Context: an optimization exercise on an open-source flow, tuned for small area. The choices shown serve that exercise and are no tape-out recipe. The RTL was checked by simulation tests, not by an equivalence proof against the original design. The flow treats the clock pin as an ideal source, which a real chip does not have.

==> inputs of onyx <==
==> flow/design.v <==
`timescale 1ns/100ps
module niuCpu (
    input  logic        clk,
    input  logic        reset,
    output logic [31:0] fetchAddr,
    output logic        fetchStrobe,
    input  logic [31:0] fetchData,
    output logic [31:0] dataAddr,
    output logic [31:0] dataWdata,
    output logic        dataWrite,
    input  logic [31:0] dataRdata,
    output logic        halted
);
    logic [4:0] cnt;
    logic       pass;    
    logic       fin;     
    logic       clr;
    logic       halt;
    wire c0  = (cnt == 5'd0);
    wire c31 = (cnt == 5'd31);
    wire run = ~clr & ~halt;
    wire p0  = ~fin & ~pass;
    wire p1  = ~fin & pass;
    wire [31:0] ir = fetchData;
    wire  [4:0]  op  = ir[31:27];
    wire  [4:0]  rx  = ir[26:22];
    wire  [4:0]  ry  = ir[21:17];
    wire  [4:0]  rz  = ir[16:12];
    wire isR   = (op == 5'd0);
    wire isI   = (op == 5'd1) | (op == 5'd2) | (op == 5'd5) | (op == 5'd6) | (op == 5'd7) |
                 (op[4:2] == 3'b010);
    wire isALU = isR | isI;
    wire isLW  = (op == 5'd16);
    wire isSW  = (op == 5'd19);
    wire isBR  = (op[4:2] == 3'b110);
    wire isJAL = (op == 5'd31);
    wire undef = ~(isALU | isLW | isSW | isBR | isJAL);
    wire [4:0] fn = isR ? ir[4:0] : op;
    wire fSub  = isALU & (fn == 5'd0);
    wire fAdd  = isALU & (fn == 5'd1);
    wire fMul  = isALU & (fn == 5'd2);
    wire fNot  = isALU & (fn == 5'd4);
    wire fAnd  = isALU & (fn == 5'd5);
    wire fOr   = isALU & (fn == 5'd6);
    wire fXor  = isALU & (fn == 5'd7);
    wire fShl  = isALU & (fn[4:1] == 4'b0100);
    wire fShr  = isALU & (fn[4:1] == 4'b0101);
    wire fSh   = fShl | fShr;
    wire arith = fn[0];
    wire fCmp  = isALU & (fn[4:2] == 3'b100);
    wire fLong = fMul | fSh | fCmp;      
    wire [4:0] wsel = isR ? rz : ry;
    wire two  = fLong | isLW | isBR;
    wire lastWork = two ? p1 : p0;
    assign fetchStrobe = run & p0 & c0;
    always_ff @(posedge clk or posedge reset) begin
        if (reset) begin
            cnt  <= 5'd0;
            pass <= 1'b0;
            fin  <= 1'b0;
            clr  <= 1'b1;
            halt <= 1'b0;
        end else begin
            cnt <= cnt + 5'd1;
            if (c31) begin
                if (clr) begin
                    clr <= 1'b0;
                end else if (run) begin
                    if (fin) begin
                        fin  <= 1'b0;
                        pass <= 1'b0;
                    end else if (lastWork) begin
                        fin <= 1'b1;
                    end else begin
                        pass <= 1'b1;
                    end
                end
            end
            if (fetchStrobe & undef) halt <= 1'b1;
        end
    end
    assign halted = halt;
    logic [2:0] mode;
    wire taken;
    wire t0;
    always_ff @(posedge clk) begin
        if (~fin) begin
            mode <= fShr  ? {1'b1, t0, arith} :
                    isJAL ? {2'b01, (rx != ry)} :
                            {2'b00, isBR & taken};
        end
    end
    wire mSHR = mode[2];
    wire mT0 = mode[2] & mode[1];
    wire mArith = mode[2] & mode[0];
    wire mLink = ~mode[2] & mode[1];
    wire mJump = ~mode[2] & mode[1] & mode[0];
    wire mBrT = ~mode[2] & ~mode[1] & mode[0];
    logic [31:0] rf [32];
    logic [31:0] head;
    logic        wen;
    logic        wbit;
    logic [4:0]  sr;
    wire  [4:0]  wdst = fin ? sr : wsel;
    wire [3:0] dLo = (4'b0001 << wdst[1:0]) | {4{clr}};
    wire [7:0] dHi = ((8'b00000001 << wdst[4:2]) & {8{wen}}) | {8{clr}};
    genvar r;
    generate
        for (r = 0; r < 32; r++) begin : g_rf
            wire we = dLo[r % 4] & dHi[r / 4];
            always_ff @(posedge clk) begin
                rf[r] <= {we ? (wbit & ~clr) : rf[r][0], rf[r][31:1]};
            end
            assign head[r] = rf[r][0];
        end
    endgenerate
    wire xbit = head[rx];
    wire ybit = head[ry];
    wire immb = cnt[4] ? ir[16] : ir[cnt[3:0]];    
    wire bbit = (isR | isBR) ? ybit : immb;
    logic cy, ne, lt;
    wire  sub = fSub | fCmp | isBR;
    wire  bb  = bbit ^ sub;
    wire  cin = c0 ? sub : cy;
    wire  sum = xbit ^ bb ^ cin;
    wire  cout = (xbit & bb) | (xbit & cin) | (bb & cin);
    always_ff @(posedge clk) begin
        cy <= cout;
        if (p0) begin
            ne <= (c0 ? 1'b0 : ne) | (fSh ? (bbit & (cnt >= 5'd5)) : (xbit ^ bbit));
            if (fSh | c31) lt <= fSh ? ((c0 ? 1'b0 : lt) | bbit) : ((xbit ^ bbit) ? xbit : sum);
        end
    end
    wire [1:0] cc = isBR ? op[1:0] : ir[1:0];
    logic flag;
    always_comb begin
        case (cc)
            2'd0: flag = ~ne;
            2'd1: flag = ne;
            2'd2: flag = lt;
            default: flag = lt | ~ne;
        endcase
    end
    logic simple;
    always_comb begin
        simple = 1'b0;
        if (fAdd | fSub) simple = sum;
        else if (fNot) simple = ~xbit;
        else if (fAnd) simple = xbit & bbit;
        else if (fOr)  simple = xbit | bbit;
        else if (fXor) simple = xbit ^ bbit;
    end
    logic       seen;
    wire        neg1 = lt;
    wire        ovf = ne;
    wire  tbit = bbit ^ (fShr & ~c0 & neg1);
    always_ff @(posedge clk) begin
        if (p0 & (cnt < 5'd5)) sr <= {tbit, sr[4:1]};
        else if (lastWork & c31) sr <= wsel;
    end
    assign t0 = (sr == 5'd0);
    wire hit = run & ~ovf & ((p1 & fSh & ~(fShr & t0) & (cnt == sr)) | (fin & mT0 & c0));
    always_ff @(posedge clk) seen <= ~p0 & (seen | hit);
    logic [31:0] A;
    wire aEn = run & ((p0 & (fMul | fSh | isLW | isSW | isJAL | isBR)) |
                      (fin & (mJump | (mBrT & (cnt >= 5'd2)))));
    wire aIn = (isLW | isSW) ? sum : (isBR ? immb : xbit);
    always_ff @(posedge clk) begin
        if (aEn) A <= {aIn, A[31:1]};
    end
    assign dataAddr = A;
    logic [14:0] pLo;
    logic [31:16] pUp;
    logic        k, bjd, x0;
    wire bj  = run & ((p1 & fMul & bbit) | hit);
    wire sIn = run & ((p0 & isSW) ? ybit :
                      ((p1 & fShr & arith) | (fin & mArith)) & A[31] & (seen | ovf));
    wire [31:0] pp = {A[31:16] & {16{bjd}}, A[15:0] & {16{bj}}};
    logic [32:16] cu;
    logic [31:16] su;
    assign cu[16] = k;
    genvar m;
    generate
        for (m = 16; m < 32; m++) begin : g_up
            assign su[m] = pUp[m] ^ pp[m] ^ cu[m];
            assign cu[m+1] = (pUp[m] & pp[m]) | (pUp[m] & cu[m]) | (pp[m] & cu[m]);
        end
    endgenerate
    wire [15:0] pin = {su[16], pLo};
    logic [16:0] cl;
    logic [15:0] sl;
    assign cl[0] = 1'b0;
    generate
        for (m = 0; m < 16; m++) begin : g_lo
            assign sl[m] = pin[m] ^ pp[m] ^ cl[m];
            assign cl[m+1] = (pin[m] & pp[m]) | (pin[m] & cl[m]) | (pp[m] & cl[m]);
        end
    endgenerate
    always_ff @(posedge clk) begin
        pLo <= sl[15:1];
        pUp <= {cu[32] | sIn, su[31:17]};
        k   <= cl[16];
        bjd <= bj;
        x0  <= sl[0];
    end
    wire prod = sl[0];
    assign dataWdata = {pUp, pLo, x0};
    assign dataWrite = run & fin & c0 & isSW;
    logic [31:0] pc;
    logic        pcc;
    assign taken = flag;
    wire pcAdd = mBrT & A[0] & (cnt >= 5'd2);
    wire pcCin = c0 ? 1'b0 : ((cnt == 5'd2) | pcc);
    wire pcSum = pc[0] ^ pcAdd ^ pcCin;
    wire pcIn  = clr ? 1'b0 : (mJump ? A[0] : pcSum);
    always_ff @(posedge clk) begin
        if (clr | (run & fin)) pc <= {pcIn, pc[31:1]};
        pcc <= pc[0] & (pcAdd | pcCin) | (pcAdd & pcCin);
    end
    assign fetchAddr = pc;
    always_comb begin
        wen  = 1'b0;
        wbit = 1'b0;
        if (run) begin
            if (fin) begin
                if (mSHR) begin
                    wen = 1'b1; wbit = prod;
                end else if (mLink) begin
                    wen = 1'b1; wbit = pcSum;
                end
            end else if (p0 & isALU & ~fLong) begin
                wen = 1'b1; wbit = simple;
            end else if (p1 & fCmp) begin
                wen = 1'b1; wbit = c0 & flag;
            end else if (p1 & (fMul | fShl)) begin
                wen = 1'b1; wbit = prod;
            end else if (p1 & isLW) begin
                wen = 1'b1; wbit = dataRdata[cnt];
            end
        end
    end
endmodule
==> flow/flow/run.sh <==
#!/bin/bash
# The standard layout (standard.sh) with three changes:
#  - synthesis maps the logic with an area-oriented ABC script
#    (flow/abc_area.script) in place of ORFS's delay-oriented one; everything
#    else in the synthesis, registers included, is the standard synthesis;
#  - the port buffers are the smallest buffer cell;
#  - the clock tree uses clusters of up to 30 flip-flops (80 um across) on clkbuf_16
#    buffers, without dummy loads.
# The flow's whole output goes to standard_flow.log; ORFS keeps each tool's
# log under orfs/logs/.
set -euo pipefail
W=$PWD
sed "s#^  log_cmd abc {\*}\$abc_args#  log_cmd abc -script $W/flow/abc_area.script {*}[lrange \$abc_args 2 end]#" \
    "$FLOW_HOME/scripts/synth.tcl" > "$W/synth_area.tcl"
grep -q "abc_area.script" "$W/synth_area.tcl"
sed "s#^source \$::env(SCRIPTS_DIR)/synth.tcl#source $W/synth_area.tcl#" \
    "$W/synth_recipe.tcl" > "$W/synth_recipe_area.tcl"
grep -q "synth_area.tcl" "$W/synth_recipe_area.tcl"
sed "s#SYNTH_SCRIPT=[^ ]*#SYNTH_SCRIPT=$W/synth_recipe_area.tcl#" "$W/standard.sh" > "$W/standard_area.sh"
grep -q "synth_recipe_area.tcl" "$W/standard_area.sh"
export BUFFER_PORTS_ARGS="-buffer_cell sky130_fd_sc_hd__buf_1"
export CTS_ARGS="-sink_clustering_enable -repair_clock_nets -dont_use_dummy_load -buf_list sky130_fd_sc_hd__clkbuf_16 -sink_clustering_size 36 -sink_clustering_max_diameter 70"
bash "$W/standard_area.sh" > standard_flow.log 2>&1
==> flow/flow/abc_area.script <==
strash
dc2
dch -f
amap
topo
==> flow/standard.sh <==
#!/bin/bash
# synth_recipe.tcl (not shown) runs the flow's synth.tcl, then flattens the netlist and writes it again
# the make line also repeats each setting of config.mk as NAME=value (left out here)
make -C /OpenROAD-flow-scripts/flow DESIGN_CONFIG=/design/flow/config.mk WORK_HOME=/design/flow/orfs CLKGATE_MAP_FILE= SYNTH_SCRIPT=/design/flow/synth_recipe.tcl "${@:-finish}"
==> flow/config.mk <==
export PLATFORM = sky130hd
export DESIGN_NAME = niuCpu
export DESIGN_NICKNAME = niuCpu
export VERILOG_FILES = /design/flow/design.v
export SDC_FILE = /design/flow/constraint.sdc
export NUM_CORES = 4
export LEC_CHECK = 0
export CAP_MARGIN = 20
export CORE_MARGIN = 2
export CORE_UTILIZATION = 50
export PLACE_DENSITY = 0.75
export SLEW_MARGIN = 20
==> flow/constraint.sdc <==
create_clock -name core_clock -period 14.0 [get_ports {clk}]
set_input_delay 2.8000 -clock core_clock [delete_from_list [all_inputs] [get_ports {clk}]]
set_output_delay 2.8000 -clock core_clock [all_outputs]
set_load 0.01 [all_outputs]
==> amber (differences from onyx) <==
--- a/flow/flow/run.sh
+++ b/flow/flow/run.sh
@@ -20,4 +20,4 @@
 grep -q "synth_recipe_area.tcl" "$W/standard_area.sh"
 export BUFFER_PORTS_ARGS="-buffer_cell sky130_fd_sc_hd__buf_1"
-export CTS_ARGS="-sink_clustering_enable -repair_clock_nets -dont_use_dummy_load -buf_list sky130_fd_sc_hd__clkbuf_16 -sink_clustering_size 36 -sink_clustering_max_diameter 70"
+export CTS_ARGS="-sink_clustering_enable -repair_clock_nets -dont_use_dummy_load -buf_list sky130_fd_sc_hd__clkbuf_16 -sink_clustering_size 30 -sink_clustering_max_diameter 80"
 bash "$W/standard_area.sh" > standard_flow.log 2>&1
==> out/qor.yml <==
min_from: "rf[17][24]$_DFF_P_"
status: "no timing/DRC/antenna violations"
slowest_delay_ns: 0.49
wl_met2_um: 20800
cts-buffers-inserted: 42
finalNetCount: 2008
switching_share: 0.206
route.vias.total: 12300
r2r_slack_ns: 3.48
use_met2: 0.264
holdPathEnd: "rf[17][23]$_DFF_P_"
[end of results for onyx]
==> out/qor.yml <==
status: "no timing/DRC/antenna violations"
finalNetCount: 2011
cts-buffers-inserted: 45
route.vias.total: 12300
min_from: "rf[12][19]$_DFF_P_"
wl_met2_um: 20400
switching_share: 0.206
[end of results for amber]

==> port drivers added, routing unchanged <==
The flow's constraints put no driver on any port. The routed layouts listed below were extracted and timed again, unchanged, in two steps. Step 1 sets driving cells, clkbuf_16 on the clock port and buf_2 on the other inputs (assumed; they add their load-dependent delay and slew). Step 2 also shifts input and output timing later by t, the mid clock arrival at the registers, as if the neighbouring blocks saw the same clock. Slacks: ideal ports / drivers / drivers and shift; pairs: ideal ports / drivers.
run | t, ns | setup WS [ns] | worst setup path at the end | slew at the worst register clock pin (ns)
onyx | 0.623 | 1.462 / 1.491 / 0.868 | input to register | 0.12 / 0.12
amber | 0.619 | 1.509 / 1.535 / 0.916 | input to register | 0.11 / 0.11
After both steps every run listed still meets setup and hold. For onyx, which loses most, drivers alone change the setup slack by +0.029 ns; drivers and shift together by -0.594 ns.
